This is an optimization exercise on Yosys and OpenROAD, whose aim is small area, a short achievable clock period and few clock cycles, not a production implementation.
At most, simulation tests tie the RTL to the original design; equivalence was not proved.
Function not checked in run 1: the RTL went through the layout flow alone.
Power and IR drop assume default switching activity.

===== design/flow/config.mk =====
export PLATFORM = sky130hd
export DESIGN_NAME = cab_bridge_top
export DESIGN_NICKNAME = cab_bridge_top
export VERILOG_FILES = /design/flow/design.v
export SDC_FILE = /design/flow/constraint.sdc
export NUM_CORES = 4
export LEC_CHECK = 0
export CAP_MARGIN = 20
export CORE_MARGIN = 2
export CORE_UTILIZATION = 40
export SLEW_MARGIN = 20

===== design/flow/constraint.sdc =====
create_clock -name core_clock -period 7.0 [get_ports {clk}]
set_input_delay 1.4000 -clock core_clock [delete_from_list [all_inputs] [get_ports {clk}]]
set_output_delay 1.4000 -clock core_clock [all_outputs]
set_load 0.01 [all_outputs]

===== design/flow/design.v =====
package cab_bus_pkg;
  typedef logic [15:0] addr_t;
  typedef logic [31:0] data_t;
  typedef logic [15:0] half_t;
  typedef union packed {
    struct packed {
      logic [13:0] offset;
      logic        rsvd;
      logic        wr;
    } hdr;
    half_t data;
  } sreq_word_u;
  typedef enum logic [1:0] {
    send_addr,
    send_wdata_lo,
    send_wdata_hi
  } send_state_t;
endpackage
package cab_map_pkg;
  localparam int CAB_WINDOW = 4096;
  localparam int HDR_OFS_LSB = 2;
  localparam int DEFAULT_TIMEOUT = 250000;
endpackage
`timescale 1ns/1ns
module cab_bridge #(
  parameter int O_DEPTH = 8,        
  parameter int MRDY = 1,           
  parameter int TIMEOUT_CYCLES = 64
) (
  input  logic        clk,
  input  logic        rst_n,
  input  logic [31:0] maddr,
  input  logic [63:0] mwdata,
  input  logic [1:0]  mwr,
  input  logic [1:0]  mreq,
  output logic [1:0]  mrdy,
  output logic [1:0]  mdn,
  output logic [63:0] mrdata,
  input  logic [1:0]  srdy,
  input  logic [1:0]  sack,
  input  logic [31:0] sackdata,
  output logic [1:0]  sreq,
  output logic [31:0] sreqdata
);
  localparam int OP = (O_DEPTH > 1) ? $clog2(O_DEPTH) : 1;
  localparam int CNT_W = $clog2(TIMEOUT_CYCLES + 1);
  logic        cur_m;             
  logic [1:0]  hv;                
  logic [1:0]  hw;                
  logic [9:0]  hofs [2];          
  logic [1:0]  ph [2];            
  logic [1:0]  cs;                
  logic        wbv;               
  logic [31:0] wbuf;
  logic [1:0]  o_mem [O_DEPTH];   
  logic [OP-1:0] o_wp, o_rp;
  logic [OP:0] o_cnt;
  logic [OP:0] wd_cnt [2];        
  logic [1:0]  rd_out [2];        
  logic [1:0]  rcnt [2];          
  logic [1:0]  r_wp, r_rp;        
  logic [1:0]  hsel;              
  logic [31:0] rmem [2][2];
  logic [CNT_W-1:0] t_cnt;
  logic        ans;               
  logic [1:0]  sel [2];           
  logic [1:0]  rdy_q;
  logic        m1;
  logic [15:0] a;
  logic        a_wr;
  logic [31:0] a_wd;
  logic        a_map;
  logic        a_sl;
  logic        acc;
  logic        rdy;
  logic [1:0]  push;
  logic [1:0]  xfer;
  logic [1:0]  lastw;             
  logic [1:0]  free;
  logic        o_room;
  assign m1 = mreq[1];
  assign a = m1 ? maddr[31:16] : maddr[15:0];
  assign a_wr = m1 ? mwr[1] : mwr[0];
  assign a_wd = m1 ? mwdata[63:32] : mwdata[31:0];
  assign a_map = a[15:13] == 3'b000;
  assign a_sl = a[12];
  for (genvar s = 0; s < 2; s++) begin : g_x
    assign xfer[s] = srdy[s] && cs[s];
    assign lastw[s] = !hw[s] || ph[s] == 2'd2;
  end
  always_comb begin
    case (MRDY)
      0: rdy = (a_sl ? (!hv[1] || (xfer[1] && lastw[1])) : (!hv[0] || (xfer[0] && lastw[0]))) &&
               (!a_wr || !wbv || (xfer[0] && hw[0] && ph[0] == 2'd2) || (xfer[1] && hw[1] && ph[1] == 2'd2)) &&
               o_room;
      1: rdy = (a_sl ? !hv[1] : !hv[0]) && (!a_wr || !wbv) && o_room;
      default: rdy = m1 ? rdy_q[1] : rdy_q[0];
    endcase
  end
  assign mrdy = {rdy, rdy};
  assign acc = (|mreq) && rdy;
  assign push[0] = acc && a_map && !a_sl;
  assign push[1] = acc && a_map && a_sl;
  logic [1:0]  hv_nx, hw_nx;
  logic [1:0]  ph_nx [2];
  logic        wbv_nx;
  logic [OP-1:0] o_wp_nx, o_rp_nx;
  logic [OP:0] o_cnt_nx;
  logic        o_push;
  logic        hd_s, hd_w;        
  logic        nh_s, nh_w;        
  logic [1:0]  wpop, rpop;
  logic [1:0]  rpush;
  logic [1:0]  rd_sent, wr_sent;
  logic [OP:0] wd_cnt_nx [2];
  logic [1:0]  rd_out_nx [2];
  logic [1:0]  rcnt_nx [2];
  logic [1:0]  r_rp_nx;
  logic [1:0]  rd_room_nx;
  logic        h_wait;            
  logic        h_wait_nx;
  logic [CNT_W-1:0] t_cnt_nx;
  logic        ans_nx;
  logic [1:0]  cs_nx;
  assign o_push = acc && a_map;
  assign o_room = o_cnt != (OP+1)'(O_DEPTH);
  assign {hd_s, hd_w} = o_mem[o_rp];
  for (genvar s = 0; s < 2; s++) begin : g_nx
    assign rd_sent[s] = xfer[s] && !hw[s];
    assign wr_sent[s] = xfer[s] && hw[s] && ph[s] == 2'd2;
    assign hv_nx[s] = push[s] || (hv[s] && !(xfer[s] && lastw[s]));
    assign hw_nx[s] = push[s] ? a_wr : hw[s];
    assign ph_nx[s] = push[s] || (xfer[s] && lastw[s]) ? 2'd0 :
                      xfer[s] ? ph[s] + 2'd1 : ph[s];
    assign wpop[s] = ans && hd_w && hd_s == s[0];
    assign rpop[s] = ans && !hd_w && hd_s == s[0];
    assign rpush[s] = sack[s] && hsel[s];
    assign wd_cnt_nx[s] = wd_cnt[s] + (OP+1)'(wr_sent[s]) - (OP+1)'(wpop[s]);
    assign rd_out_nx[s] = rd_out[s] + 2'(rd_sent[s]) - 2'(rpop[s]);
    assign rcnt_nx[s] = rcnt[s] + 2'(rpush[s]) - 2'(rpop[s] && rcnt[s] != 2'd0);
    assign r_rp_nx[s] = r_rp[s] ^ (rpop[s] && rcnt[s] != 2'd0);
    assign rd_room_nx[s] = rd_out_nx[s] < 2'd2 ||
                           (rd_out_nx[s] == 2'd2 && o_cnt_nx != '0 && !nh_w && nh_s == s[0]);
    assign cs_nx[s] = hv_nx[s] && (hw_nx[s] || rd_room_nx[s]);
  end
  assign wbv_nx = (acc && a_map && a_wr) || (wbv && !wr_sent[0] && !wr_sent[1]);
  assign o_wp_nx = !o_push ? o_wp : (o_wp == OP'(O_DEPTH - 1)) ? '0 : o_wp + 1'b1;
  assign o_rp_nx = !ans ? o_rp : (o_rp == OP'(O_DEPTH - 1)) ? '0 : o_rp + 1'b1;
  assign o_cnt_nx = o_cnt + (OP+1)'(o_push) - (OP+1)'(ans);
  assign {nh_s, nh_w} = (o_push && o_wp == o_rp_nx) ? {a_sl, a_wr} : o_mem[o_rp_nx];
  assign h_wait = o_cnt != '0 && !hd_w && rd_out[hd_s] != '0 && rcnt[hd_s] == '0;
  assign t_cnt_nx = (h_wait && !ans) ? t_cnt + 1'b1 : '0;
  assign h_wait_nx = o_cnt_nx != '0 && !nh_w && rd_out_nx[nh_s] != '0 && rcnt_nx[nh_s] == '0;
  assign ans_nx = o_cnt_nx != '0 &&
                  (nh_w ? wd_cnt_nx[nh_s] != '0 :
                          rcnt_nx[nh_s] != '0 ||
                          (h_wait_nx && t_cnt_nx == CNT_W'(TIMEOUT_CYCLES - 1)));
  always_ff @(posedge clk or negedge rst_n) begin
    if (!rst_n) begin
      cur_m <= 1'b0;
      hv <= '0;
      cs <= '0;
      wbv <= 1'b0;
      o_wp <= '0;
      o_rp <= '0;
      o_cnt <= '0;
      t_cnt <= '0;
      ans <= 1'b0;
      mdn <= '0;
      r_wp <= '0;
      r_rp <= '0;
      hsel <= '0;
      rdy_q <= '0;
      for (int s = 0; s < 2; s++) begin
        ph[s] <= 2'd0;
        wd_cnt[s] <= '0;
        rd_out[s] <= '0;
        rcnt[s] <= '0;
        sel[s] <= '0;
      end
    end else begin
      if (acc) cur_m <= m1;
      hv <= hv_nx;
      cs <= cs_nx;
      wbv <= wbv_nx;
      o_wp <= o_wp_nx;
      o_rp <= o_rp_nx;
      o_cnt <= o_cnt_nx;
      t_cnt <= t_cnt_nx;
      ans <= ans_nx;
      mdn <= ans_nx ? ((acc ? m1 : cur_m) ? 2'b10 : 2'b01) : 2'b00;
      r_rp <= r_rp_nx;
      for (int s = 0; s < 2; s++) begin
        ph[s] <= ph_nx[s];
        wd_cnt[s] <= wd_cnt_nx[s];
        rd_out[s] <= rd_out_nx[s];
        rcnt[s] <= rcnt_nx[s];
        if (sack[s]) hsel[s] <= !hsel[s];
        if (rpush[s]) r_wp[s] <= !r_wp[s];
        for (int k = 0; k < 2; k++) begin
          sel[s][k] <= ans_nx && !nh_w && nh_s == s[0] && rcnt_nx[s] != '0 && r_rp_nx[s] == k[0];
        end
      end
      for (int m = 0; m < 2; m++) begin
        rdy_q[m] <= o_cnt_nx != (OP+1)'(O_DEPTH) && !wbv_nx &&
                    ((mreq[m] && !acc) ? !hv_nx[maddr[m*16 + 12]] : !hv_nx[0] && !hv_nx[1]);
      end
    end
  end
  always_ff @(posedge clk) begin
    for (int s = 0; s < 2; s++) begin
      if (push[s]) begin
        hw[s] <= a_wr;
        hofs[s] <= a[11:2];
      end
      if (sack[s] && !hsel[s]) rmem[s][r_wp[s]][15:0] <= sackdata[s*16 +: 16];
      if (sack[s] && hsel[s]) rmem[s][r_wp[s]][31:16] <= sackdata[s*16 +: 16];
    end
    if (acc && a_map && a_wr) wbuf <= a_wd;
    if (o_push) o_mem[o_wp] <= {a_sl, a_wr};
  end
  for (genvar s = 0; s < 2; s++) begin : g_out
    assign sreq[s] = srdy[s] && cs[s];
    assign sreqdata[s*16 +: 16] = (ph[s] == 2'd1) ? wbuf[15:0] :
                                  (ph[s] == 2'd2) ? wbuf[31:16] : {4'b0, hofs[s], 1'b0, hw[s]};
  end
  logic [31:0] rd;
  always_comb begin
    rd = '0;
    for (int s = 0; s < 2; s++)
      for (int k = 0; k < 2; k++)
        rd = rd | ({32{sel[s][k]}} & rmem[s][k]);
  end
  assign mrdata = {rd, rd};
endmodule
`timescale 1ns/1ns
module cab_bridge_top (
  input  logic        clk,
  input  logic        rst_n,
  input  logic [31:0] maddr,
  input  logic [63:0] mwdata,
  input  logic [1:0]  mwr,
  input  logic [1:0]  mreq,
  output logic [1:0]  mrdy,
  output logic [1:0]  mdn,
  output logic [63:0] mrdata,
  input  logic [1:0]  srdy,
  input  logic [1:0]  sack,
  input  logic [31:0] sackdata,
  output logic [1:0]  sreq,
  output logic [31:0] sreqdata
);
  cab_bridge u_bridge (.*);
endmodule

===== design/flow/run.sh =====
#!/bin/bash
# synth_recipe.tcl (not shown) runs the flow's synth.tcl, then flattens the netlist and writes it again
# the make line also repeats each setting of config.mk as NAME=value (left out here)
make -C /OpenROAD-flow-scripts/flow DESIGN_CONFIG=/design/flow/config.mk WORK_HOME=/design/flow/orfs CLKGATE_MAP_FILE= SYNTH_SCRIPT=/design/flow/synth_recipe.tcl finish

==> summary.md, run 1 <==
| Metric | Value |
|---|---|
| Critical-path top delay cell | sky130_fd_sc_hd__clkdlybuf4s50_1 |
| Maximum fanout encountered on the critical timing path | 10 |
| I/O pin total | between 200 and 250 |
| Number of inserted filler cells in the final layout | about 2400 |
| Library cell used as clock root buffer | sky130_fd_sc_hd__clkbuf_16 |
| Via count of the first global-routing pass | 7320 |
| Actual transition at the worst max-transition pin | just over 1 ns |
| Final-layout setup total negative slack | 0 ns |
| Cell occurring most often along the worst timing path | sky130_fd_sc_hd__clkdlybuf4s50_1 |
| Final weighted congestion of routability-driven global placement | 0.7551 |
| Startpoint kind of the worst setup timing path | primary input |
| Die area | ~0.03 sq mm |
| Synth Flop Type | sky130_fd_sc_hd__edfxtp_1 |
| Hold-critical path endpoint | u_bridge.r_rp[0] |
| Antenna violations before repair | 0 |
| N_diodes | 0 |
| Mapped cell area | 0.01140 sq mm |
| Count of final setup violators | 0 |
| Net switching share of the total power | 32.78% |
| Mean post-synth cell area | ~14 sq um |
| Peak supply drop | 206.0 uV |
| Proportion of power drawn by flip-flops and latches | between 30 and 40% |
| Die span in y | 172.8 um |
| Effective utilization at floorplan | 40.81% |
| Post-synth EDFFs | roughly 200 |
| DR pass1 iterations | 4 |
| Maximum clock insertion buffer count | 3 |
| F_max | 213.1 MHz |
| Total half-perimeter wirelength after legalization and detailed placement | between 15000 and 20000 um |
| Remaining global-route overflow | 0 |
| Number of standard-cell rows in the floorplan | between 60 and 70 |
| Time the worst path needs with I/O delays and setup | around 4.7 ns |
| Number of buffers created by CTS | 27 |
| Most frequent cells in the layout | sky130_fd_sc_hd__clkdlybuf4s50_1 (233), sky130_fd_sc_hd__edfxtp_1 (196), sky130_fd_sc_hd__nand2_1 (86) |
| Worst-case register-to-register setup slack | 2.99 ns |
| Post-Route Skew | roughly 0.014 ns |
| Standard cell core area | 0.02793 sq mm |
| Number of placed instances, taps included | roughly 1400 |
| Outcome | timing/DRC/antenna clean |
| Register area share after synthesis | 64.27% |
| Number of buffer cells added on primary ports | roughly 240 |
| Vias | a little over 7000 |
| Count of mapped cells out of synthesis | approximately 830 |
| Total routed wirelength | approximately 26000 um |
| Type of the worst setup path | in -> out |
| Clock group share of total power | around a quarter |
| Worst stage delay on the critical path | between 0.5 and 0.6 ns |
| DR WL/cell | 18.17 um |
| Violation count after the first detailed-route iteration | between 300 and 400 |
| Max-cap viol count | 0 |
| Number of warnings issued by yosys | 11 |
| Worst hold-check path type | reg -> reg |
| Worst-path clk slew | 0.06 ns |
| Final Slew Violations | 0 |
| Net count after synthesis | around 1000 |
| Worst hold start | u_bridge.r_rp[0] |
| Worst path cell trace | clkdlybuf4s50_1 > mux2i_2 > inv_1 > mux2i_1 > and2_4 > clkdlybuf4s50_1 |
| Post-CTS setup repair buffer count | 0 |
| Final hold violation count | 0 |
| Post-CTS Resized | 0 |
| Die width | around 170 um |
| Area growth from synthesis to final layout | 30.00% |
| Cts-stage hold buffer count | 0 |
| Clock latency (worst-skew pair) | roughly 0.53 ns |
| Clock H-tree levels | 1 |
| Layout cells sized above 1 | 12.52% |
| Net switching power | 1.875 mW |
| Global-route wire length before repair | between 40000 and 50000 um |
| Critical Path AT | 3.29 ns |
| Number of routed nets with antenna violations | 0 |
| Async set or reset register ratio after synthesis | 22.05% |
| Flip-flop and latch count after synthesis | between 200 and 300 |
| Worst path required time | 5.60 ns |
| Combined global-route utilization of all metal layers | 17.15% |
| Hold Path Stages | 1 |
| Endpoint of the worst-slack reg-to-reg timing path | u_bridge.mdn[1] |
| Relative slew margins | between 30% and 40% |
| Worst R2R Path Depth | 13 |
| DR vias/cell | 5.003 |
| Number of nets in the finished design | 1206 |
| Cell internal power dissipation | between 3 and 4 mW |
| DRC errors left | 0 |
| Count of different cell masters after synthesis | 57 |
| Most frequent standard cell in the layout excluding fill and tap cells | sky130_fd_sc_hd__clkdlybuf4s50_1 |
| Part of the power in combinational logic | between 30% and 40% |
| RSZ-0062 raised after global routing | false |
| Largest net degree at the start of global routing | 57 |
| Static leakage power | between 5 and 6 nW |
| Non-Filler Instances | roughly 1400 |
| Power density of the placed cells | ~390 mW/mm^2 |
| CP Capture Type | output pin |
| Share of the clock period used by the worst path after layout | approximately two thirds |
| Number of sinks on the clock net | approximately 250 |
| CTS tree | yes |
| Worst reg2reg startpoint | u_bridge.o_rp[0] |
[worst max-delay path: cells and delay by family]
kind,cells,cell delay (ns)
buffers and inverters,3,1.20
multiplexers,2,0.49
AND/OR/NAND/NOR,1,0.20
[how the worst max path moves through the flow]
stage	startpoint	endpoint	slack, ns	depth (start not counted)
floorplan	mreq[1]	u_bridge.wbuf[0]	2.69	7
global placement	maddr[12]	u_bridge.cs[0]	2.02	13
detailed placement	maddr[12]	u_bridge.cs[0]	1.98	13
CTS	maddr[12]	mrdy[1]	2.27	6
global route	maddr[12]	mrdy[0]	2.13	6
finish	maddr[12]	mrdy[1]	2.31	6
[synth_stat cells, types with 9 or more instances]
cell | number | area [sq um]
sky130_fd_sc_hd__nor3_1 | 9 | 45.04
sky130_fd_sc_hd__xnor2_1 | 26 | 227.7
sky130_fd_sc_hd__nand2_1 | 86 | 322.8
sky130_fd_sc_hd__a21oi_1 | 14 | 70.07
sky130_fd_sc_hd__dfrtp_1 | 56 | 1401
sky130_fd_sc_hd__mux2i_1 | 26 | 260.3
sky130_fd_sc_hd__buf_4 | 35 | 262.8
sky130_fd_sc_hd__mux2_2 | 44 | 495.5
sky130_fd_sc_hd__o21ai_0 | 30 | 150.1
sky130_fd_sc_hd__nor2_1 | 32 | 120.1
sky130_fd_sc_hd__clkbuf_1 | 27 | 101.4
sky130_fd_sc_hd__a22oi_1 | 64 | 480.5
sky130_fd_sc_hd__inv_1 | 43 | 161.4
sky130_fd_sc_hd__edfxtp_1 | 196 | 5886
sky130_fd_sc_hd__ha_1 | 30 | 375.4
[area by class of cell]
| class | instances | area [sq um] | share of cell area (%) |
|---|---|---|---|
| flip-flops and latches | 254 | 7330 | 49.45 |
| clock buffers | 35 | 757.0 | 5.107 |
| inverters | 44 | 165.2 | 1.114 |
| clock inverters | 13 | 127.6 | 0.8610 |
| repair buffers | 247 | 2440 | 16.46 |
| multi-input cells | 461 | 3530 | 23.81 |
| well taps | 378 | 473.0 | 3.191 |
[cells by family (layout without fill, tap and decap cells)]
logic type / Yosys count / after routing / synth area share [%]
AO/OA/AOI/OAI: 139 / 139 / 8.428
flip-flops: 254 / 254 / 64.27
adder cells (fa/ha/maj): 33 / 33 / 3.819
multiplexers: 81 / 81 / 8.725
XOR/XNOR: 33 / 33 / 2.601
AND/OR/NAND/NOR: 175 / 175 / 7.254
buffers and inverters: 111 / 339 / 4.905
[power by group through the flow]
stage | logic (mW) | clock network, mW | registers, mW
finish | 2.16 | 1.41 | 2.15
global route | 2.40 | 1.50 | 2.19
CTS | 2.20 | 1.45 | 2.15
detailed placement | 2.18 | 0 | 2.18
global placement | 2.16 | 0 | 2.18
floorplan | 1.46 | 0 | 2.09
[metal layers]
layer  share of wire (%)  GRT usage [%]
met5                   0              0
met4                 1.3          3.531
met3                 7.3          4.068
met2                  47          28.63
met1                  44          22.95
[stage by stage]
stage	hold WS (ns)	power [mW]	util, %	setup slack, ns	cell area [sq um]
6_report	0.4832	5.721	53.06	2.308	14820
5_1_grt	0.5057	6.090	53.06	2.127	14820
4_1_cts	0.4901	5.805	53.05	2.270	14820
3_5_place_dp	0.4800	4.367	49.88	1.980	13930
3_3_place_gp	0.4750	4.336	49.82	2.024	13920
2_1_floorplan	0.4566	3.556	-	2.687	11400
[sequential cells by signal, summed over array words and instances (netlist names), 3 cells and up]
register / flops
u_bridge.wbuf: 32
u_bridge.sel: 4
u_bridge.o_mem: 16
u_bridge.wd_cnt: 8
u_bridge.ph: 4
u_bridge.o_wp: 3
u_bridge.o_cnt: 4
u_bridge.t_cnt: 7
u_bridge.rmem: 128
u_bridge.hofs: 20
u_bridge.o_rp: 3
u_bridge.rcnt: 4
u_bridge.rd_out: 4
==> run 2, diff against run 1 <==
--- a/design/flow/design.v
+++ b/design/flow/design.v
@@ -24,7 +24,7 @@
 `timescale 1ns/1ns
 module cab_bridge #(
   parameter int O_DEPTH = 8,        
-  parameter int MRDY = 1,           
+  parameter int MRDY = 0,           
   parameter int TIMEOUT_CYCLES = 64
 ) (
   input  logic        clk,
==> run 2 against run 1 <==
- first-iteration DRC count grew 1.0%
- still clean on timing, DRC and antenna
- worst setup slack lost 0.031 ns
- via count shrank 0.87%
- core utilization grew 0.13 points
==> summary.md, run 2 <==
| Metric | Value |
|---|---|
| Top cells by area in the synthesized netlist | sky130_fd_sc_hd__edfxtp_1 (52%), sky130_fd_sc_hd__dfrtp_1 (12%), sky130_fd_sc_hd__mux2_2 (4.3%), sky130_fd_sc_hd__a22oi_1 (4.2%), sky130_fd_sc_hd__ha_1 (3.4%) |
| Via count of the first global-routing pass | 7244 (-1.0%) |
| Die span in y | 173.0 um (about the same) |
| Post-CTS setup repair buffer count | 0 (unchanged) |
| Relative slew margins | 32.58% (+0.25 points) |
| CTS tree | yes |
| Mean post-synth cell area | 13.65 sq um (-1.1%) |
| Number of warnings issued by yosys | 11 (unchanged) |
| Worst Slack Setup Final | 2.277 ns (-0.03110 ns) |
| I/O pin total | 240 (unchanged) |
| DR vias/cell | 4.912 (-1.8%) |
| Most frequent cells in the layout | sky130_fd_sc_hd__clkdlybuf4s50_1 (233), sky130_fd_sc_hd__edfxtp_1 (196), sky130_fd_sc_hd__nand2_1 (95) |
| Worst stage delay on the critical path | 0.61 ns (+0.07 ns) |
| Maximum fanout encountered on the critical timing path | 6 (-4) |
| CP Capture Type | output pin |
| Total routed wirelength | 25080 um (-3.6%) |
| Final hold violation count | 0 (unchanged) |
| Number of placed instances, taps included | 1393 (+0.65%) |
| Number of routed nets with antenna violations | 0 (unchanged) |
| Worst path required time | 5.60 ns (about the same) |
| Flip-flop and latch count after synthesis | 254 (unchanged) |
| Maximum clock insertion buffer count | 3 (unchanged) |
| Combined global-route utilization of all metal layers | 16.55% (-0.61 points) |
| Type of the worst setup path | in -> out |
| Actual transition at the worst max-transition pin | 1.011 ns (-0.003769 ns) |
| Count of final setup violators | 0 (unchanged) |
| Outcome | timing/DRC/antenna clean |
| Non-Filler Instances | 1446 (+0.98%) |
| Number of buffers created by CTS | 28 (+3.7%) |
| Total half-perimeter wirelength after legalization and detailed placement | 17300 um (-2.8%) |
| Most frequently used cell type in the post-synthesis netlist | sky130_fd_sc_hd__edfxtp_1 |
| Number of flip-flops in the largest register | 128 (unchanged) |
| Critical Path AT | 3.32 ns (+0.03 ns) |
| RSZ-0062 raised after global routing | false |
| Library cell used as clock root buffer | sky130_fd_sc_hd__clkbuf_16 |
| Count of different cell masters after synthesis | 57 (unchanged) |
| Proportion of power drawn by flip-flops and latches | 37.2% (-0.4 points) |
| Die width | 173.0 um (about the same) |
| Most frequent standard cell in the layout excluding fill and tap cells | sky130_fd_sc_hd__clkdlybuf4s50_1 |
| Time the worst path needs with I/O delays and setup | 4.723 ns (+0.03110 ns) |
| Yosys top cell by area | sky130_fd_sc_hd__edfxtp_1 |
| Standard cell core area | 0.02793 sq mm (unchanged) |
| Post-Route Skew | 0.02012 ns (+0.006511 ns) |
| Max-cap viol count | 0 (unchanged) |
| Cell occurring most often along the worst timing path | sky130_fd_sc_hd__clkdlybuf4s50_1 |
| Remaining global-route overflow | 0 (unchanged) |
| Net count after synthesis | 1009 (+1.2%) |
| DRC errors left | 0 (unchanged) |
| Async set or reset register ratio after synthesis | 22.05% (unchanged) |
| Post-CTS Resized | 0 (unchanged) |
| Number of inserted filler cells in the final layout | 2398 (+0.042%) |
| Count of mapped cells out of synthesis | 837 (+1.3%) |
| Number of buffer cells added on primary ports | 235 (unchanged) |
| Vias | 7103 (-0.87%) |
| Worst-path clk slew | 0.05 ns (about the same) |
| Top cell types by occurrence after synthesis | sky130_fd_sc_hd__edfxtp_1 (196), sky130_fd_sc_hd__nand2_1 (95), sky130_fd_sc_hd__a22oi_1 (64) |
| Global-route wire length before repair | 39320 um (-3.6%) |
| Share of the core filled with cells in the final layout | 53.19% (+0.13 points) |
| Final weighted congestion of routability-driven global placement | 0.7433 (-1.6%) |
| Post-place setup slack | 1.917 ns (-0.06326 ns) |
| F_max | 211.7 MHz (-0.66%) |
| Clock H-tree levels | 1 (unchanged) |
| Post-synth EDFFs | 196 (unchanged) |
| Mapped cell area | 0.01142 sq mm (+0.19%) |
| Register area share after synthesis | 64.15% (-0.12 points) |
| Static leakage power | 5.508 nW (+1.6%) |
| DR pass1 iterations | 4 (unchanged) |
| Layout cells sized above 1 | 10.88% (-1.6 points) |
| Worst-case register-to-register setup slack | 2.58 ns (-0.41 ns) |
| Number of sinks on the clock net | 254 (unchanged) |
| Power density of the placed cells | 387.8 mW/mm^2 (+0.47%) |
| Crit path buffers/inverters | 2 (-1) |
| Largest net degree at the start of global routing | 57 (unchanged) |
| Number of standard-cell rows in the floorplan | 61 (unchanged) |
| Yosys top cell area share | 51.53% (-0.096 points) |
| Startpoint kind of the worst setup timing path | primary input |
| Area growth from synthesis to final layout | 30.09% (about the same) |
| Final-layout setup total negative slack | 0 ns (unchanged) |
| Effective utilization at floorplan | 40.89% (+0.076 points) |
| Clock latency (worst-skew pair) | 0.54 ns (about the same) |
| Worst path cell trace | clkdlybuf4s50_1 > nand2_1 > o21ai_1 > o211ai_1 > nor2_1 > clkdlybuf4s50_1 |
| Net switching share of the total power | 32.74% (-0.037 points) |
| Antenna violations before repair | 0 (unchanged) |
| Final Slew Violations | 0 (unchanged) |
| Peak supply drop | 178.4 uV (-13%) |
| DR WL/cell | 17.34 um (-4.6%) |
| Cell internal power dissipation | 3.876 mW (+0.78%) |
| Violation count after the first detailed-route iteration | 398 (+1.0%) |
| Worst hold-check path type | reg -> reg |
| Die area | 0.02992 sq mm (+0.19%) |
| CP top delay family | buffers and inverters |
| Critical-path top delay cell | sky130_fd_sc_hd__clkdlybuf4s50_1 |
| Net switching power | 1.887 mW (+0.61%) |
| Cts-stage hold buffer count | 0 (unchanged) |
| Part of the power in combinational logic | 38.2% (+0.5 points) |
| Share of the clock period used by the worst path after layout | 67.47% (+0.44 points) |
| Number of nets in the finished design | 1217 (+0.91%) |
| Clock group share of total power | 24.6% (about the same) |
| Final hold slack | 0.4858 ns (+0.002623 ns) |
| Synth Flop Type | sky130_fd_sc_hd__edfxtp_1 |
[run 2: cell type report]
type	instances	area, sq um	area share, %
Clock buffer	44	832.0	5.600
Inverter	51	191.4	1.288
Antenna cell	2	5.005	0.03368
Tap cell	378	473.0	3.183
Timing Repair Buffer	245	2437	16.40
Clock inverter	7	67.56	0.4547
Sequential cell	254	7328	49.32
Multi-Input combinational cell	465	3525	23.72
[run 2: logic make-up after synthesis]
group | count (synthesis) | share of synthesized area, %
flops | 254 | 64.15
buf+inv | 118 | 5.105
xor+xnor | 32 | 2.454
compound gates | 130 | 7.810
simple gates | 184 | 7.646
fa+ha+maj | 34 | 3.922
mux | 85 | 8.917
[run 2: path summary, 6_finish.rpt]
kind,from,end,depth (start not counted)
setup / recovery,srdy[1],mrdy[0],6
hold / removal,u_bridge.r_rp[1],u_bridge.r_rp[1],1
setup reg to reg,u_bridge.ph[1][0],u_bridge.cs[0],16
hold reg to reg,u_bridge.r_rp[1],u_bridge.r_rp[1],1
max in group asynchronous,rst_n,u_bridge.sel[1][1],2
min in group asynchronous,rst_n,u_bridge.o_rp[1],2
[run 2: metal layers]
metal  up-vias  part of all wire (%)  GRT usage (%)
li1       3459                     -              -
met1      3389                    42          21.36
met2       218                    48          27.63
met3        37                   7.9          4.683
met4         0                   1.9          4.025
met5         -                     0              0
[run 2: power groups by stage]
stage | clock network (mW) | registers (mW) | logic (mW)
2_1_floorplan | 0 | 2.09 | 1.48
3_3_place_gp | 0 | 2.17 | 2.21
3_5_place_dp | 0 | 2.18 | 2.24
4_1_cts | 1.45 | 2.15 | 2.25
5_1_grt | 1.52 | 2.18 | 2.46
6_report | 1.42 | 2.14 | 2.20
[run 2: through the flow]
step | instance area [sq um] | power (mW)
final | 14860 | 5.763
after global routing | 14850 | 6.157
after CTS | 14850 | 5.850
after detailed placement | 13950 | 4.413
after global placement | 13920 | 4.381
after floorplan | 11420 | 3.577
[run 2: worst register-to-register path, stage by stage (launching register included)]
cell	delay, ns
sky130_fd_sc_hd__dfrtp_1	0.41
sky130_fd_sc_hd__inv_1	0.07
sky130_fd_sc_hd__ha_1	0.82
sky130_fd_sc_hd__nor2b_1	0.18
sky130_fd_sc_hd__o21ai_1	0.32
sky130_fd_sc_hd__o2111ai_1	0.20
sky130_fd_sc_hd__or2_1	0.40
sky130_fd_sc_hd__inv_1	0.25
sky130_fd_sc_hd__ha_1	0.22
sky130_fd_sc_hd__inv_1	0.06
sky130_fd_sc_hd__fa_1	0.40
sky130_fd_sc_hd__xor2_1	0.17
sky130_fd_sc_hd__nand4b_1	0.10
sky130_fd_sc_hd__inv_1	0.05
sky130_fd_sc_hd__nor2_1	0.38
sky130_fd_sc_hd__nand3b_1	0.15
sky130_fd_sc_hd__a32oi_1	0.20
Testbench counts of run 2, summed over its fixed seeds: cycles 32,600.
==> run 3, diff against run 2 <==
--- a/design/flow/config.mk
+++ b/design/flow/config.mk
@@ -8,4 +8,5 @@
 export CAP_MARGIN = 20
 export CORE_MARGIN = 2
 export CORE_UTILIZATION = 40
+export SETUP_SLACK_MARGIN = 4
 export SLEW_MARGIN = 20
==> run 3 against run 2 <==
- still clean on timing, DRC and antenna
- synthesized area stayed put
- clock skew down 0.0073 ns
- via count increased by 10%
- first-iteration DRC count is 9.3% lower
- fmax rose by 22%
- core utilization is 6.6 points higher
- clock power barely moved
- die area is the same
- global-route usage is 2.9 points higher
- power rose by 17%
- sequential share of layout area decreased by 5.4 points
- critical path type unchanged
- largest cell class unchanged
- largest power group unchanged
==> summary.md, run 3 <==
| Metric | Value |
|---|---|
| Outcome | timing/DRC/antenna clean |
| Worst hold-check path type | reg -> reg |
| Relative slew margins | 32.16% (-0.41 points) |
| Async set or reset register ratio after synthesis | 22.05% (unchanged) |
| Maximum fanout encountered on the critical timing path | 4 (-2) |
| Vias | 7827 (+10%) |
| Post-Route Skew | 0.01281 ns (-0.007310 ns) |
| Number of warnings issued by yosys | 11 (unchanged) |
| Area growth from synthesis to final layout | 46.13% |
| Worst stage delay on the critical path | 0.32 ns (-0.29 ns) |
| Placed Instance Area | 0.01399 sq mm (+0.27%) |
| DR WL/cell | 19.49 um (+12%) |
| Number of sinks on the clock net | 254 (unchanged) |
| Number of routed nets with antenna violations | 0 (unchanged) |
| Type of the worst setup path | in -> out |
| Combined global-route utilization of all metal layers | 19.41% (+2.9 points) |
| Register area share after synthesis | 64.15% (unchanged) |
| Number of standard-cell rows in the floorplan | 61 (unchanged) |
| Violation count after the first detailed-route iteration | 361 (-9.3%) |
| Count of final setup violators | 0 (unchanged) |
| Cts-stage hold buffer count | 0 (unchanged) |
| Final hold slack | 0.4861 ns (+0.0003040 ns) |
| N_diodes | 0 (-2) |
| Most frequent cells in the layout | sky130_fd_sc_hd__edfxtp_1 (196), sky130_fd_sc_hd__clkdlybuf4s50_1 (120), sky130_fd_sc_hd__buf_6 (82) |
| Remaining global-route overflow | 0 (unchanged) |
| Flip-flop and latch count after synthesis | 254 (unchanged) |
| CTS tree | yes |
| Yosys top cell by area | sky130_fd_sc_hd__edfxtp_1 |
| Design area | 0.01669 sq mm (+12%) |
| Top cells by area in the synthesized netlist | sky130_fd_sc_hd__edfxtp_1 (52%), sky130_fd_sc_hd__dfrtp_1 (12%), sky130_fd_sc_hd__mux2_2 (4.3%), sky130_fd_sc_hd__a22oi_1 (4.2%), sky130_fd_sc_hd__ha_1 (3.4%) |
| Global-route wire length before repair | 45220 um (+15%) |
| Critical-path top delay cell | sky130_fd_sc_hd__mux2i_4 |
| Layout cells sized above 1 | 41.19% (+30 points) |
| Number of placed instances, taps included | 1390 (-0.22%) |
| Antenna violations before repair | 0 (unchanged) |
| Share of the clock period used by the worst path after layout | 55.21% (-12 points) |
| Final Slew Violations | 0 (unchanged) |
| Total half-perimeter wirelength after legalization and detailed placement | 17880 um (+3.3%) |
| Yosys top cell area share | 51.53% (unchanged) |
| Largest net degree at the start of global routing | 57 (unchanged) |
| Total power after layout | 6.754 mW (+17%) |
| Non-Filler Instances | 1558 (+7.7%) |
| Library cell used as clock root buffer | sky130_fd_sc_hd__clkbuf_16 |
| Number of flip-flops in the largest register | 128 (unchanged) |
| Most frequent standard cell in the layout excluding fill and tap cells | sky130_fd_sc_hd__edfxtp_1 |
| F_max | 258.8 MHz (+22%) |
| Startpoint kind of the worst setup timing path | primary input |
| Worst path cell trace | buf_12 > mux2i_4 > o211ai_1 > o211ai_1 > nor2_2 > buf_4 > buf_6 |
| Mean post-synth cell area | 13.65 sq um (unchanged) |
| Maximum clock insertion buffer count | 3 (unchanged) |
| Synth Flop Type | sky130_fd_sc_hd__edfxtp_1 |
| Static leakage power | 6.535 nW (+19%) |
| Effective utilization at floorplan | 40.89% (unchanged) |
| Max-cap viol count | 0 (unchanged) |
| Most frequently used cell type in the post-synthesis netlist | sky130_fd_sc_hd__edfxtp_1 |
| Number of inserted filler cells in the final layout | 2221 (-7.4%) |
| Number of buffer cells added on primary ports | 235 (unchanged) |
| CP Capture Type | output pin |
| Number of nets in the finished design | 1331 (+9.4%) |
| Worst path required time | 5.60 ns (about the same) |
| Count of mapped cells out of synthesis | 837 (unchanged) |
| DR pass1 iterations | 4 (unchanged) |
| Peak supply drop | 229.0 uV (+28%) |
| Die area | 0.02992 sq mm (unchanged) |
| Final-layout setup total negative slack | 0 ns (unchanged) |
| Critical Path AT | 2.46 ns (-0.86 ns) |
| Via count of the first global-routing pass | 7865 (+8.6%) |
| DRC errors left | 0 (unchanged) |
| Net count after synthesis | 1009 (unchanged) |
| RSZ-0062 raised after global routing | true |
| Total routed wirelength | 30360 um (+21%) |
| Cell occurring most often along the worst timing path | sky130_fd_sc_hd__o211ai_1 |
| Mapped cell area | 0.01142 sq mm (unchanged) |
| Number of buffers created by CTS | 27 (-3.6%) |
| Count of different cell masters after synthesis | 57 (unchanged) |
| Time the worst path needs with I/O delays and setup | 3.865 ns (-0.8585 ns) |
| Die width | 173.0 um (unchanged) |
| I/O pin total | 240 (unchanged) |
| Actual transition at the worst max-transition pin | 1.016 ns (+0.005100 ns) |
| DR vias/cell | 5.024 (+2.3%) |
| Post-synth EDFFs | 196 (unchanged) |
| Final weighted congestion of routability-driven global placement | 0.7571 (+1.9%) |
| Die span in y | 173.0 um (unchanged) |
| Top cell types by occurrence after synthesis | sky130_fd_sc_hd__edfxtp_1 (196), sky130_fd_sc_hd__nand2_1 (95), sky130_fd_sc_hd__a22oi_1 (64) |
| Power density of the placed cells | 404.6 mW/mm^2 (+4.3%) |
| Standard cell core area | 0.02793 sq mm (unchanged) |
| Worst-path clk slew | 0.06 ns (about the same) |
| Clock latency (worst-skew pair) | 0.55 ns (about the same) |
| Final hold violation count | 0 (unchanged) |
| Clock H-tree levels | 1 (unchanged) |
[run 3: cell counts after synthesis]
No cell type changed its count.
[run 3: power breakdown]
| part | internal [mW] | switching, mW |
|---|---|---|
| combinational | 1.57 | 1.57 |
| clock | 0.856 | 0.592 |
| sequential | 1.96 | 0.208 |
[run 3: logic make-up after synthesis]
group                    synth area share [%]
flip-flops                              64.15
AND/OR/NAND/NOR                         7.646
AO/OA/AOI/OAI                           7.810
buffers and inverters                   5.105
multiplexers                            8.917
adder cells (fa/ha/maj)                 3.922
XOR/XNOR                                2.454
[run 3: routing by layer]
| metal | GRT usage [%] | routed length [um] | up-vias |
|---|---|---|---|
| li1 | - | - | 3708 |
| met1 | 23.69 | 12330 | 3844 |
| met2 | 34.52 | 15390 | 244 |
| met3 | 5.277 | 2227 | 31 |
| met4 | 3.919 | 408 | 0 |
| met5 | 0 | 0 | - |
[run 3: worst max-delay path: cells and delay by family]
family | cells | cell delay (ns)
mux | 1 | 0.32
simple gates | 1 | 0.08
compound gates | 2 | 0.31
buf+inv | 3 | 0.34
[run 3: per-stage QoR]
stage	worst slack (ns)	utilization, %
floorplan	3.262	-
global placement	2.217	50.08
detailed placement	2.204	50.08
CTS	3.144	56.70
global route	3.103	59.75
finish	3.135	59.75
[run 3: layout make-up]
class                   instances  area [sq um]  area share, %
multi-input cells             465          4265          25.55
well taps                     378         473.0          2.834
flip-flops and latches        254          7336          43.95
inverters                      51         212.7          1.274
repair inverters                1         7.507        0.04498
repair buffers                359          3493          20.93
clock inverters                22         224.0          1.342
clock buffers                  28         679.4          4.070
[run 3: path summary, 6_finish.rpt]
kind,endpoint,from,slack [ns],cells past startpoint
hold reg to reg,u_bridge.r_rp[0],u_bridge.r_rp[0],0.49,1
hold / removal,u_bridge.r_rp[0],u_bridge.r_rp[0],0.49,1
min in group asynchronous,u_bridge.o_wp[1],rst_n,0.98,2
setup / recovery,mrdy[0],mreq[1],3.14,7
max in group asynchronous,u_bridge.sel[1][0],rst_n,5.43,2
setup reg to reg,u_bridge.mdn[1],u_bridge.o_rp[1],3.58,14
[run 3: timing repair]
| action | 4_1_cts | 5_1_grt |
|---|---|---|
| hold endpoints to repair | 0 | 0 |
| buffers inserted | 79 | 32 |
| resized for setup | 629 | 161 |
| setup endpoints to repair | 197 | 126 |
| pin swaps | 37 | 52 |
| cloned | 5 | 2 |
==> run 4, diff against run 3 <==
--- a/design/flow/config.mk
+++ b/design/flow/config.mk
@@ -8,5 +8,5 @@
 export CAP_MARGIN = 20
 export CORE_MARGIN = 2
 export CORE_UTILIZATION = 40
-export SETUP_SLACK_MARGIN = 4
+export SETUP_SLACK_MARGIN = 3
 export SLEW_MARGIN = 20
==> run 4 against run 3 <==
- die area stayed put
- highest routed layer unchanged
- clock-buffer cell count grew 10
- power decreased by 13%
- clock power fell by 3%
==> summary.md, run 4 <==
| Metric | Value |
|---|---|
| Total half-perimeter wirelength after legalization and detailed placement | 17420 um (-2.6%) |
| Antenna violations before repair | 2 (+2) |
| Non-Filler Instances | 1471 (-5.6%) |
| Worst reg2reg startpoint | u_bridge.o_rp[1] |
| Number of inserted filler cells in the final layout | 2403 (+8.2%) |
| Worst Slack Setup Final | 3.068 ns (-0.06721 ns) |
| Most frequent standard cell in the layout excluding fill and tap cells | sky130_fd_sc_hd__clkdlybuf4s50_1 |
| Design area | 0.01515 sq mm (-9.2%) |
| Largest net degree at the start of global routing | 57 (unchanged) |
| Area growth from synthesis to final layout | 32.68% |
| Static leakage power | 5.655 nW (-13%) |
| Combined global-route utilization of all metal layers | 17.10% (-2.3 points) |
| Count of different cell masters after synthesis | 57 (unchanged) |
| Count of final setup violators | 0 (unchanged) |
| Effective utilization at floorplan | 40.89% (unchanged) |
| Net count after synthesis | 1009 (unchanged) |
| Relative slew margins | 28.49% (-3.7 points) |
| Top cells by area in the synthesized netlist | sky130_fd_sc_hd__edfxtp_1 (52%), sky130_fd_sc_hd__dfrtp_1 (12%), sky130_fd_sc_hd__mux2_2 (4.3%), sky130_fd_sc_hd__a22oi_1 (4.2%), sky130_fd_sc_hd__ha_1 (3.4%) |
| Worst R2R Path Depth | 14 (unchanged) |
| Critical Path AT | 2.53 ns (+0.07 ns) |
| Time the worst path needs with I/O delays and setup | 3.932 ns (+0.06721 ns) |
| Post-place setup slack | 2.123 ns (-0.08098 ns) |
| Global-route wire length before repair | 40790 um (-9.8%) |
| Die span in y | 173.0 um (unchanged) |
| DR pass1 iterations | 5 (+1) |
| Number of warnings issued by yosys | 11 (unchanged) |
| Total routed wirelength | 26220 um (-14%) |
| Number of standard-cell rows in the floorplan | 61 (unchanged) |
| Timing startpoint of the critical path | maddr[28] |
| Flip-flop and latch count after synthesis | 254 (unchanged) |
| Post-Route Skew | 0.008944 ns (-0.003865 ns) |
| Yosys top cell area share | 51.53% (unchanged) |
| Yosys top cell by area | sky130_fd_sc_hd__edfxtp_1 |
| Mean post-synth cell area | 13.65 sq um (unchanged) |
| Worst path required time | 5.60 ns (about the same) |
| Standard cell core area | 0.02793 sq mm (unchanged) |
| Synth Flop Type | sky130_fd_sc_hd__edfxtp_1 |
| Die width | 173.0 um (unchanged) |
| Clock H-tree levels | 1 (unchanged) |
| Top cell types by occurrence after synthesis | sky130_fd_sc_hd__edfxtp_1 (196), sky130_fd_sc_hd__nand2_1 (95), sky130_fd_sc_hd__a22oi_1 (64) |
| Most frequently used cell type in the post-synthesis netlist | sky130_fd_sc_hd__edfxtp_1 |
| Most frequent cells in the layout | sky130_fd_sc_hd__clkdlybuf4s50_1 (224), sky130_fd_sc_hd__edfxtp_1 (196), sky130_fd_sc_hd__nand2_1 (93) |
| Final-layout setup total negative slack | 0 ns (unchanged) |
| Vias | 7289 (-6.9%) |
| Count of mapped cells out of synthesis | 837 (unchanged) |
| Die area | 0.02992 sq mm (unchanged) |
| Outcome | timing/DRC/antenna clean |
| I/O pin total | 240 (unchanged) |
| Worst hold start | u_bridge.t_cnt[0] |
| Maximum clock insertion buffer count | 3 (unchanged) |
| Worst-path clk slew | 0.06 ns (about the same) |
| Via count of the first global-routing pass | 7448 (-5.3%) |
| Share of the clock period used by the worst path after layout | 56.17% (+0.96 points) |
| Final Slew Violations | 0 (unchanged) |
| Number of routed nets with antenna violations | 0 (unchanged) |
| Mapped cell area | 0.01142 sq mm (unchanged) |
| Number of buffers created by CTS | 29 (+7.4%) |
| Share of the core filled with cells in the final layout | 54.25% (-5.5 points) |
| Async set or reset register ratio after synthesis | 22.05% (unchanged) |
| CP Capture Type | output pin |
| Placed Instance Area | 0.01396 sq mm (-0.22%) |
| Post-synth EDFFs | 196 (unchanged) |
| CTS tree | yes |
| Power density of the placed cells | 389.0 mW/mm^2 (-3.9%) |
| Layout cells sized above 1 | 14.48% (-27 points) |
| Number of sinks on the clock net | 254 (unchanged) |
| Number of nets in the finished design | 1240 (-6.8%) |
| Library cell used as clock root buffer | sky130_fd_sc_hd__clkbuf_16 |
| RSZ-0062 raised after global routing | true |
| Remaining global-route overflow | 0 (unchanged) |
| F_max | 254.3 MHz (-1.7%) |
| DR WL/cell | 17.83 um (-8.5%) |
| Register area share after synthesis | 64.15% (unchanged) |
| Maximum fanout encountered on the critical timing path | 4 (unchanged) |
| Number of flip-flops in the largest register | 128 (unchanged) |
| Actual transition at the worst max-transition pin | 1.073 ns (+0.05620 ns) |
| Max-cap viol count | 0 (unchanged) |
| Number of placed instances, taps included | 1393 (+0.22%) |
| Number of buffer cells added on primary ports | 235 (unchanged) |
| Final hold violation count | 0 (unchanged) |
| Hold Path Stages | 1 (unchanged) |
| Type of the worst setup path | in -> out |
| DR vias/cell | 4.955 (-1.4%) |
| DRC errors left | 0 (unchanged) |
| Startpoint kind of the worst setup timing path | primary input |
| Violation count after the first detailed-route iteration | 404 (+12%) |
| Worst hold-check path type | reg -> reg |
| Final weighted congestion of routability-driven global placement | 0.7503 (-0.90%) |
| Peak supply drop | 181.0 uV (-21%) |
| Clock latency (worst-skew pair) | 0.55 ns (about the same) |
[run 4: metal layers]
layer	global-route usage, %	wire length, um	vias up	share of wire, %
met5	0	0	-	0
met4	3.496	457	0	1.7
met3	4.464	1874	38	7.1
met2	28.75	12490	232	48
met1	22.42	11400	3511	43
li1	-	-	3508	-
[run 4: repair_timing]
item / in CTS / in global routing
buffers inserted: 11 / 11
hold buffers: 0 / 0
endpoints found under the setup margin: 45 / 24
pin swaps: 7 / 12
gates resized for setup: 28 / 22
[run 4: kinds of logic (layout without fill, tap and decap cells)]
| logic type | count (synthesis) | after routing | synth area share [%] |
|---|---|---|---|
| other cells | 0 | 2 | 0 |
| fa+ha+maj | 34 | 34 | 3.922 |
| mux | 85 | 85 | 8.917 |
| buf+inv | 118 | 372 | 5.105 |
| compound gates | 130 | 130 | 7.810 |
| flops | 254 | 254 | 64.15 |
| simple gates | 184 | 184 | 7.646 |
| xor+xnor | 32 | 32 | 2.454 |
[run 4: worst paths after layout]
path                                       to  slack, ns
setup / recovery                      mrdy[0]       3.07
hold / removal              u_bridge.t_cnt[0]       0.49
setup reg to reg              u_bridge.mdn[0]       3.33
hold reg to reg             u_bridge.t_cnt[0]       0.49
max in group asynchronous  u_bridge.sel[1][1]       5.47
min in group asynchronous    u_bridge.o_wp[2]       0.97
[run 4: critical path: stages]
cell and delay, ns:
sky130_fd_sc_hd__dlygate4sd2_1 0.25, sky130_fd_sc_hd__mux2i_4 0.21, sky130_fd_sc_hd__o211ai_1 0.16, sky130_fd_sc_hd__o211ai_1 0.20
sky130_fd_sc_hd__nor2_4 0.06, sky130_fd_sc_hd__buf_4 0.14, sky130_fd_sc_hd__buf_6 0.11
[run 4: report_power, final]
group          switching (mW)  internal, mW
Combinational            1.20          1.14
Sequential              0.195          1.96
Clock                   0.595         0.810
[run 4: area by class of cell]
cell class	count	area, sq um	share of cell area, %
flip-flops and latches	254	7330	48.37
well taps	378	473.0	3.121
clock inverters	16	111.4	0.7348
clock buffers	38	769.5	5.078
repair buffers	267	2604	17.18
inverters	51	196.4	1.296
multi-input cells	465	3666	24.19
diodes	2	5.005	0.03303
[run 4: through the flow]
step / hold WS (ns) / power, mW
floorplan: 0.4559 / 3.590
global placement: 0.4743 / 4.389
detailed placement: 0.4754 / 4.430
CTS: 0.4836 / 5.896
global route: 0.5084 / 6.288
finish: 0.4868 / 5.896
==> run 5, diff against run 4 <==
==> design/flow/flow/run.sh (new file) <==
#!/bin/bash
# standard layout, with plain buffers on the ports instead of the delay cells buffer_ports picks
set -euo pipefail
bash standard.sh "BUFFER_PORTS_ARGS=-buffer_cell sky130_fd_sc_hd__buf_2" finish > standard.log 2>&1
==> design/flow/standard.sh (new file) <==
#!/bin/bash
# synth_recipe.tcl (not shown) runs the flow's synth.tcl, then flattens the netlist and writes it again
# the make line also repeats each setting of config.mk as NAME=value (left out here)
make -C /OpenROAD-flow-scripts/flow DESIGN_CONFIG=/design/flow/config.mk WORK_HOME=/design/flow/orfs CLKGATE_MAP_FILE= SYNTH_SCRIPT=/design/flow/synth_recipe.tcl "${@:-finish}"
removed: design/flow/run.sh
==> run 5 against run 4 <==
- final cell count is 1.6% lower
- clock-buffer cell count is 8 lower
- non-clock buffer count is 22 lower
- core utilization is 5.1 points lower
- clock power is 3% lower
- synthesized area stayed put
- largest cell class unchanged
- sequential cell count stayed put
- first-iteration DRC count is 27% lower
- worst hold slack worse by 0.0046 ns
- routed wire length is 7.4% lower
- sequential share of layout area is 5.0 points higher
- synthesized cell count stayed put
- still clean on timing, DRC and antenna
==> summary.md, run 5 <==
| Metric | Value |
|---|---|
| Outcome | timing/DRC/antenna clean |
| Antenna violations before repair | 2 (unchanged) |
| Share of the clock period used by the worst path after layout | 55.14% (-1.0 points) |
| Most frequently used cell type in the post-synthesis netlist | sky130_fd_sc_hd__edfxtp_1 |
| Async set or reset register ratio after synthesis | 22.05% (unchanged) |
| Remaining global-route overflow | 0 (unchanged) |
| Yosys top cell area share | 51.53% (unchanged) |
| Number of buffers created by CTS | 28 (-3.4%) |
| Area growth from synthesis to final layout | 20.17% |
| Post-Route Skew | 0.01476 ns (+0.005813 ns) |
| Yosys top cell by area | sky130_fd_sc_hd__edfxtp_1 |
| Final hold slack | 0.4822 ns (-0.004600 ns) |
| DR WL/cell | 16.76 um (-6.0%) |
| Power density of the placed cells | 399.6 mW/mm^2 (+2.7%) |
| I/O pin total | 240 (unchanged) |
| Net count after synthesis | 1009 (unchanged) |
| Count of final setup violators | 0 (unchanged) |
| Via count of the first global-routing pass | 7228 (-3.0%) |
| Fraction of the mapped netlist area in simple logic gates | 7.646% (unchanged) |
| Final weighted congestion of routability-driven global placement | 0.7868 (+4.9%) |
| Worst Slack Setup Final | 3.140 ns (+0.07159 ns) |
| Share of the core filled with cells in the final layout | 49.14% (-5.1 points) |
| Die area | 0.02992 sq mm (unchanged) |
| Static leakage power | 5.613 nW (-0.74%) |
| Die width | 173.0 um (unchanged) |
| Total half-perimeter wirelength after legalization and detailed placement | 16420 um (-5.7%) |
| DRC errors left | 0 (unchanged) |
| RSZ-0062 raised after global routing | false |
| DR vias/cell | 4.921 (-0.70%) |
| Critical Path AT | 2.46 ns (-0.07 ns) |
| Non-Filler Instances | 1448 (-1.6%) |
| Xor/xnor cell area share of the yosys netlist | 2.454% (unchanged) |
| F_max | 259.1 MHz (+1.9%) |
| Vias | 7125 (-2.2%) |
| DR pass1 iterations | 4 (-1) |
| Time the worst path needs with I/O delays and setup | 3.860 ns (-0.07159 ns) |
| Placed Instance Area | 0.01278 sq mm (-8.5%) |
| Global-route wire length before repair | 38230 um (-6.3%) |
| Clock H-tree levels | 1 (unchanged) |
| Synth Flop Type | sky130_fd_sc_hd__edfxtp_1 |
| Actual transition at the worst max-transition pin | 1.025 ns (-0.04810 ns) |
| Violation count after the first detailed-route iteration | 293 (-27%) |
| Top cells by area in the synthesized netlist | sky130_fd_sc_hd__edfxtp_1 (52%), sky130_fd_sc_hd__dfrtp_1 (12%), sky130_fd_sc_hd__mux2_2 (4.3%), sky130_fd_sc_hd__a22oi_1 (4.2%), sky130_fd_sc_hd__ha_1 (3.4%) |
| Net switching share of the total power | 34.94% (+1.2 points) |
| Worst stage delay on the critical path | 0.39 ns (+0.14 ns) |
| Count of mapped cells out of synthesis | 837 (unchanged) |
| Effective utilization at floorplan | 40.89% (unchanged) |
| Timing startpoint of the critical path | mreq[1] |
| Top cell types by occurrence after synthesis | sky130_fd_sc_hd__edfxtp_1 (196), sky130_fd_sc_hd__nand2_1 (95), sky130_fd_sc_hd__a22oi_1 (64) |
| Cts-stage hold buffer count | 0 (unchanged) |
| Final Slew Violations | 0 (unchanged) |
| Net switching power | 1.917 mW (-3.7%) |
| Post-place setup slack | 2.365 ns (+0.2419 ns) |
| Number of buffer cells added on primary ports | 235 (unchanged) |
| Number of inserted filler cells in the final layout | 2508 (+4.4%) |
| Count of different cell masters after synthesis | 57 (unchanged) |
| Startpoint kind of the worst setup timing path | primary input |
| Maximum fanout encountered on the critical timing path | 13 (+9) |
| Mean post-synth cell area | 13.65 sq um (unchanged) |
| Worst hold-check path type | reg -> reg |
| Most frequent standard cell in the layout excluding fill and tap cells | sky130_fd_sc_hd__buf_2 |
| Worst path required time | 5.60 ns (about the same) |
| Most frequent cells in the layout | sky130_fd_sc_hd__buf_2 (234), sky130_fd_sc_hd__edfxtp_1 (196), sky130_fd_sc_hd__nand2_1 (95) |
| Die span in y | 173.0 um (unchanged) |
| Worst-path clk slew | 0.06 ns (about the same) |
| Design area | 0.01373 sq mm (-9.4%) |
| Register area share after synthesis | 64.15% (unchanged) |
| Final-layout setup total negative slack | 0 ns (unchanged) |
| Cell internal power dissipation | 3.569 mW (-8.6%) |
| Flip-flop and latch count after synthesis | 254 (unchanged) |
| Combined global-route utilization of all metal layers | 15.99% (-1.1 points) |
| Max-cap viol count | 0 (unchanged) |
| Number of sinks on the clock net | 254 (unchanged) |
| Number of warnings issued by yosys | 11 (unchanged) |
| Standard cell core area | 0.02793 sq mm (unchanged) |
| Layout cells sized above 1 | 34.21% (+20 points) |
| Proportion of power drawn by flip-flops and latches | 39.2% (+2.7 points) |
| Adder-cell area share of the yosys netlist | 3.922% (unchanged) |
| Type of the worst setup path | in -> out |
| Post-synth EDFFs | 196 (unchanged) |
| Worst path cell trace | buf_6 > mux2_4 > nor2b_1 > nor2_2 > buf_2 |
| Part of the power in combinational logic | 36.0% (-3.7 points) |
| Number of standard-cell rows in the floorplan | 61 (unchanged) |
| Total power after layout | 5.485 mW (-7.0%) |
| Compound-cell area share of the yosys netlist | 7.810% (unchanged) |
| Relative slew margins | 31.70% (+3.2 points) |
| Final hold violation count | 0 (unchanged) |
| Number of routed nets with antenna violations | 0 (unchanged) |
| Worst hold start | u_bridge.r_rp[0] |
| Number of placed instances, taps included | 1392 (-0.072%) |
| Mapped cell area | 0.01142 sq mm (unchanged) |
| Maximum clock insertion buffer count | 3 (unchanged) |
| CTS tree | yes |
| Library cell used as clock root buffer | sky130_fd_sc_hd__clkbuf_16 |
| CP Capture Type | output pin |
| Fraction of synthesized area in multiplexers | 8.917% (unchanged) |
| Worst reg2reg startpoint | u_bridge.o_rp[1] |
| Peak supply drop | 240.2 uV (+33%) |
| Clock latency (worst-skew pair) | 0.54 ns (about the same) |
| Number of flip-flops in the largest register | 128 (unchanged) |
| Critical-path top delay cell | sky130_fd_sc_hd__mux2_4 |
| Total routed wirelength | 24270 um (-7.4%) |
| Clock group share of total power | 24.8% (+1.0 points) |
| Largest family of logic cells by synthesized area | multiplexers |
| Number of nets in the finished design | 1217 (-1.9%) |
| Largest net degree at the start of global routing | 57 (unchanged) |
-- run 5: cell counts after synthesis --
No cell type changed its count.
-- run 5: cell families (layout without fill, tap and decap cells) --
logic type,count (synthesis),count (layout)
AOI/OAI and AO/OA,130,130
xor gates and xnor gates,32,32
adders and majority gates,34,34
buffers and inverters,118,348
DFF,254,254
muxes,85,85
other,0,3
and+or+nand+nor,184,184
-- run 5: power groups by stage --
stage	Sequential, mW	Combinational, mW	Clock (mW)
2_1_floorplan	2.09	1.50	0
3_3_place_gp	2.17	1.95	0
3_5_place_dp	2.18	1.98	0
4_1_cts	2.15	2.00	1.39
5_1_grt	2.18	2.23	1.45
6_report	2.15	1.98	1.36
-- run 5: final cells by class --
type | count | area, sq um | share of cell area [%]
well taps | 378 | 473.0 | 3.446
flip-flops and latches | 254 | 7331 | 53.41
repair buffers | 245 | 1257 | 9.161
inverters | 51 | 191.4 | 1.395
multi-input cells | 465 | 3603 | 26.25
clock inverters | 22 | 153.9 | 1.121
diodes | 3 | 7.507 | 0.05469
clock buffers | 30 | 708.2 | 5.160
-- run 5: worst paths after layout --
path	to	slack (ns)	depth (start not counted)
setup reg to reg	u_bridge.mdn[1]	3.40	14
hold / removal	u_bridge.r_rp[0]	0.48	1
max in group asynchronous	u_bridge.sel[1][0]	5.48	2
setup / recovery	mrdy[1]	3.14	5
hold reg to reg	u_bridge.r_rp[0]	0.48	1
min in group asynchronous	u_bridge.cur_m	1.00	2
-- run 5: critical path, delay by kind of cell --
| family | cells | cell delay (ns) |
|---|---|---|
| buffers and inverters | 2 | 0.30 |
| and+or+nand+nor | 2 | 0.36 |
| muxes | 1 | 0.39 |
-- run 5: routing by layer --
metal | up-vias | routed length (um) | track usage (%)
met1 | 3413 | 10320 | 20.04
li1 | 3456 | - | -
met3 | 39 | 1588 | 3.364
met4 | 0 | 417 | 3.496
met5 | - | 0 | 0
met2 | 217 | 11940 | 28.45
-- run 5: what timing repair did --
action,in CTS,in global routing
gates resized for setup,6,9
setup endpoints to repair,11,15
setup buffers,0,1
pin swaps,0,3
==> run 6, diff against run 5 <==
==> design/flow/flow/run.sh (replaced) <==
#!/bin/bash
# standard layout, with plain buffers on the ports instead of the delay cells buffer_ports picks
set -euo pipefail
bash standard.sh "BUFFER_PORTS_ARGS=-buffer_cell sky130_fd_sc_hd__buf_4" finish > standard.log 2>&1
==> run 6 against run 5 <==
- design area increased by 4.6%
- synthesized area unchanged
- combinational power increased by 8%
- clock-buffer cell count increased by 12
- fmax decreased by 0.82%
- largest cell class unchanged
- highest routed layer unchanged
==> summary.md, run 6 <==
| Metric | Value |
|---|---|
| Worst Slack Setup Final | 3.108 ns (-0.03179 ns) |
| Peak supply drop | 184.1 uV (-23%) |
| I/O pin total | 240 (unchanged) |
| Cts-stage hold buffer count | 0 (unchanged) |
| Register area share after synthesis | 64.15% (unchanged) |
| Worst-case register-to-register setup slack | 3.31 ns (-0.09 ns) |
| Clock group share of total power | 24.8% (about the same) |
| Number of buffers created by CTS | 28 (unchanged) |
| Yosys top cell by area | sky130_fd_sc_hd__edfxtp_1 |
| Number of sinks on the clock net | 254 (unchanged) |
| Synth Flop Type | sky130_fd_sc_hd__edfxtp_1 |
| Number of nets in the finished design | 1216 (-0.082%) |
| Mapped cell area | 0.01142 sq mm (unchanged) |
| Final hold violation count | 0 (unchanged) |
| Startpoint kind of the worst setup timing path | primary input |
| CTS tree | yes |
| Share of the core filled with cells in the final layout | 51.39% (+2.3 points) |
| Final weighted congestion of routability-driven global placement | 0.7531 (-4.3%) |
| Number of buffer cells added on primary ports | 235 (unchanged) |
| Worst-path clk slew | 0.05 ns (about the same) |
| N_diodes | 0 (-3) |
| Post-synth EDFFs | 196 (unchanged) |
| Relative slew margins | 34.00% (+2.3 points) |
| Area used by sequential logic in the layout | 0.007331 sq mm (unchanged) |
| DR pass1 iterations | 4 (unchanged) |
| Number of inserted filler cells in the final layout | 2462 (-1.8%) |
| DRC errors left | 0 (unchanged) |
| Worst stage delay on the critical path | 0.40 ns (about the same) |
| Worst path required time | 5.60 ns (about the same) |
| Async set or reset register ratio after synthesis | 22.05% (unchanged) |
| Share of the clock period used by the worst path after layout | 55.60% (+0.45 points) |
| Clock latency (worst-skew pair) | 0.53 ns (about the same) |
| Critical-path top delay cell | sky130_fd_sc_hd__mux2_4 |
| Critical Path AT | 2.49 ns (+0.03 ns) |
| Layout cells sized above 1 | 33.71% (-0.50 points) |
| Most frequent standard cell in the layout excluding fill and tap cells | sky130_fd_sc_hd__buf_4 |
| Total half-perimeter wirelength after legalization and detailed placement | 17130 um (+4.3%) |
| Antenna violations before repair | 0 (-2) |
| Proportion of power drawn by flip-flops and latches | 37.7% (-1.5 points) |
| F_max | 256.9 MHz (-0.82%) |
| Cell internal power dissipation | 3.787 mW (+6.1%) |
| Final Slew Violations | 0 (unchanged) |
| Time the worst path needs with I/O delays and setup | 3.892 ns (+0.03179 ns) |
| Worst hold-check path type | reg -> reg |
| Most frequent cells in the layout | sky130_fd_sc_hd__buf_4 (242), sky130_fd_sc_hd__edfxtp_1 (196), sky130_fd_sc_hd__nand2_1 (95) |
| Net count after synthesis | 1009 (unchanged) |
| Net switching share of the total power | 33.75% (-1.2 points) |
| Max-cap viol count | 0 (unchanged) |
| Flip-flop and latch count after synthesis | 254 (unchanged) |
| Number of warnings issued by yosys | 11 (unchanged) |
| Die width | 173.0 um (unchanged) |
| Net switching power | 1.930 mW (+0.67%) |
| Number of flip-flops in the largest register | 128 (unchanged) |
| Count of mapped cells out of synthesis | 837 (unchanged) |
| Static leakage power | 5.781 nW (+3.0%) |
| Violation count after the first detailed-route iteration | 389 (+33%) |
| Post-Route Skew | 0.009763 ns (-0.004994 ns) |
| Yosys top cell area share | 51.53% (unchanged) |
| Type of the worst setup path | in -> out |
| Combined global-route utilization of all metal layers | 16.55% (+0.56 points) |
| Number of routed nets with antenna violations | 0 (unchanged) |
| Remaining global-route overflow | 0 (unchanged) |
| Area of the multi-input gates | 0.003597 sq mm (-0.17%) |
| Global-route wire length before repair | 39790 um (+4.1%) |
| Top cell types by occurrence after synthesis | sky130_fd_sc_hd__edfxtp_1 (196), sky130_fd_sc_hd__nand2_1 (95), sky130_fd_sc_hd__a22oi_1 (64) |
| Power density of the placed cells | 398.2 mW/mm^2 (-0.35%) |
| CP Capture Type | output pin |
| Area growth from synthesis to final layout | 25.68% |
| Standard cell core area | 0.02793 sq mm (unchanged) |
| Die span in y | 173.0 um (unchanged) |
| Count of different cell masters after synthesis | 57 (unchanged) |
| Final hold slack | 0.4895 ns (+0.007343 ns) |
| Clock H-tree levels | 1 (unchanged) |
| Most frequently used cell type in the post-synthesis netlist | sky130_fd_sc_hd__edfxtp_1 |
| DR WL/cell | 17.68 um (+5.4%) |
| Vias | 7277 (+2.1%) |
| Count of final setup violators | 0 (unchanged) |
| Part of the power in combinational logic | 37.5% (+1.5 points) |
| Post-place setup slack | 2.069 ns (-0.2962 ns) |
| RSZ-0062 raised after global routing | true |
| Largest net degree at the start of global routing | 57 (unchanged) |
| Maximum fanout encountered on the critical timing path | 24 (+11) |
| Total power after layout | 5.717 mW (+4.2%) |
| DR vias/cell | 5.043 (+2.5%) |
| Top cells by area in the synthesized netlist | sky130_fd_sc_hd__edfxtp_1 (52%), sky130_fd_sc_hd__dfrtp_1 (12%), sky130_fd_sc_hd__mux2_2 (4.3%), sky130_fd_sc_hd__a22oi_1 (4.2%), sky130_fd_sc_hd__ha_1 (3.4%) |
| Total routed wirelength | 25510 um (+5.1%) |
| Worst path cell trace | buf_16 > mux2_4 > nor2b_1 > nor2_2 > buf_4 |
| Mean post-synth cell area | 13.65 sq um (unchanged) |
| Die area | 0.02992 sq mm (unchanged) |
| Maximum clock insertion buffer count | 3 (unchanged) |
| Number of standard-cell rows in the floorplan | 61 (unchanged) |
| Effective utilization at floorplan | 40.89% (unchanged) |
| Final-layout setup total negative slack | 0 ns (unchanged) |
| Outcome | timing/DRC/antenna clean |
| Library cell used as clock root buffer | sky130_fd_sc_hd__clkbuf_16 |
| Via count of the first global-routing pass | 7438 (+2.9%) |
| Actual transition at the worst max-transition pin | 0.9901 ns (-0.03449 ns) |
-- run 6: area by class of cell --
cell class,instances,share of cell area [%]
Inverter,51,1.334
Sequential cell,254,51.07
Multi-Input combinational cell,465,25.06
Tap cell,378,3.295
Clock buffer,42,5.543
Timing Repair Buffer,244,13.02
Clock inverter,9,0.6799
-- run 6: final timing paths --
kind	to	depth (start not counted)	from
worst min register to register	u_bridge.r_rp[1]	1	u_bridge.r_rp[1]
worst max register to register	u_bridge.mdn[0]	14	u_bridge.o_rp[1]
worst max-delay path	mrdy[1]	5	mreq[1]
min in group asynchronous	u_bridge.o_rp[0]	1	rst_n
worst min-delay path	u_bridge.r_rp[1]	1	u_bridge.r_rp[1]
max in group asynchronous	u_bridge.sel[1][1]	1	rst_n
-- run 6: logic make-up after synthesis --
logic type | Yosys count | share of synthesized area [%]
flip-flops | 254 | 64.15
AND/OR/NAND/NOR | 184 | 7.646
AO/OA/AOI/OAI | 130 | 7.810
buffers and inverters | 118 | 5.105
multiplexers | 85 | 8.917
adder cells (fa/ha/maj) | 34 | 3.922
XOR/XNOR | 32 | 2.454
-- run 6: worst max-delay path: cells and delay by family --
kind / cells / cell delay, ns
buf+inv: 2 / 0.32
mux: 1 / 0.40
simple gates: 2 / 0.37
-- run 6: repair_timing --
action / 4_1_cts / 5_1_grt
gates resized for setup: 10 / 6
buffers inserted: 0 / 1
setup endpoints to repair: 11 / 15
cloned: 0 / 1
pin swaps: 1 / 0
-- run 6: metal layers --
layer	vias up	global-route usage [%]	wire length, um
met5	-	0	0
met4	0	2.966	298
met3	30	4.464	2089
met2	259	28.15	12340
met1	3529	21.48	10780
li1	3459	-	-
-- run 6: stage by stage --
step | std cells | instance area [sq um]
after floorplan | 837 | 11440
after global placement | 1390 | 13350
after detailed placement | 1390 | 13350
after CTS | 1441 | 14290
after global routing | 1443 | 14360
final | 1443 | 14360
-- run 6: power groups by stage --
stage | Sequential (mW) | Clock [mW] | Combinational (mW)
4_1_cts | 2.15 | 1.46 | 2.16
5_1_grt | 2.19 | 1.51 | 2.38
2_1_floorplan | 2.09 | 0 | 1.50
3_3_place_gp | 2.17 | 0 | 2.10
6_report | 2.15 | 1.42 | 2.14
3_5_place_dp | 2.18 | 0 | 2.13

## static timing again, ports no longer ideal
How much do the figures lean on ideal ports? The routed layouts below were timed once more, with nothing changed but the port constraints. Step 1: set_driving_cell puts a clkbuf_16 on clk and a buf_2 on each other input, an assumption about the parent block. Step 2 also shifts input and output timing later by t, the mid clock arrival at the registers, as if the neighbouring blocks saw the same clock. Three values: no drivers, after step 1, after step 2; two values: the first two.
run	t (ns)	setup WS [ns]	slew at the worst register clock pin (ns)	pins driven straight from the clock port
run 1	0.571	2.308 / 2.285 / 2.008	0.06 / 0.06	1
run 2	0.577	2.277 / 2.225 / 1.951	0.06 / 0.06	1
run 3	0.593	3.135 / 3.070 / 2.860	0.07 / 0.07	1
run 4	0.589	3.068 / 3.035 / 2.623	0.06 / 0.06	1
run 5	0.573	3.140 / 3.102 / 2.671	0.06 / 0.06	1
run 6	0.571	3.108 / 2.940 / 2.512	0.06 / 0.06	1
After both steps every run listed still meets setup and hold. For run 6, which loses most, drivers alone change the setup slack by -0.168 ns; drivers and shift together by -0.596 ns.
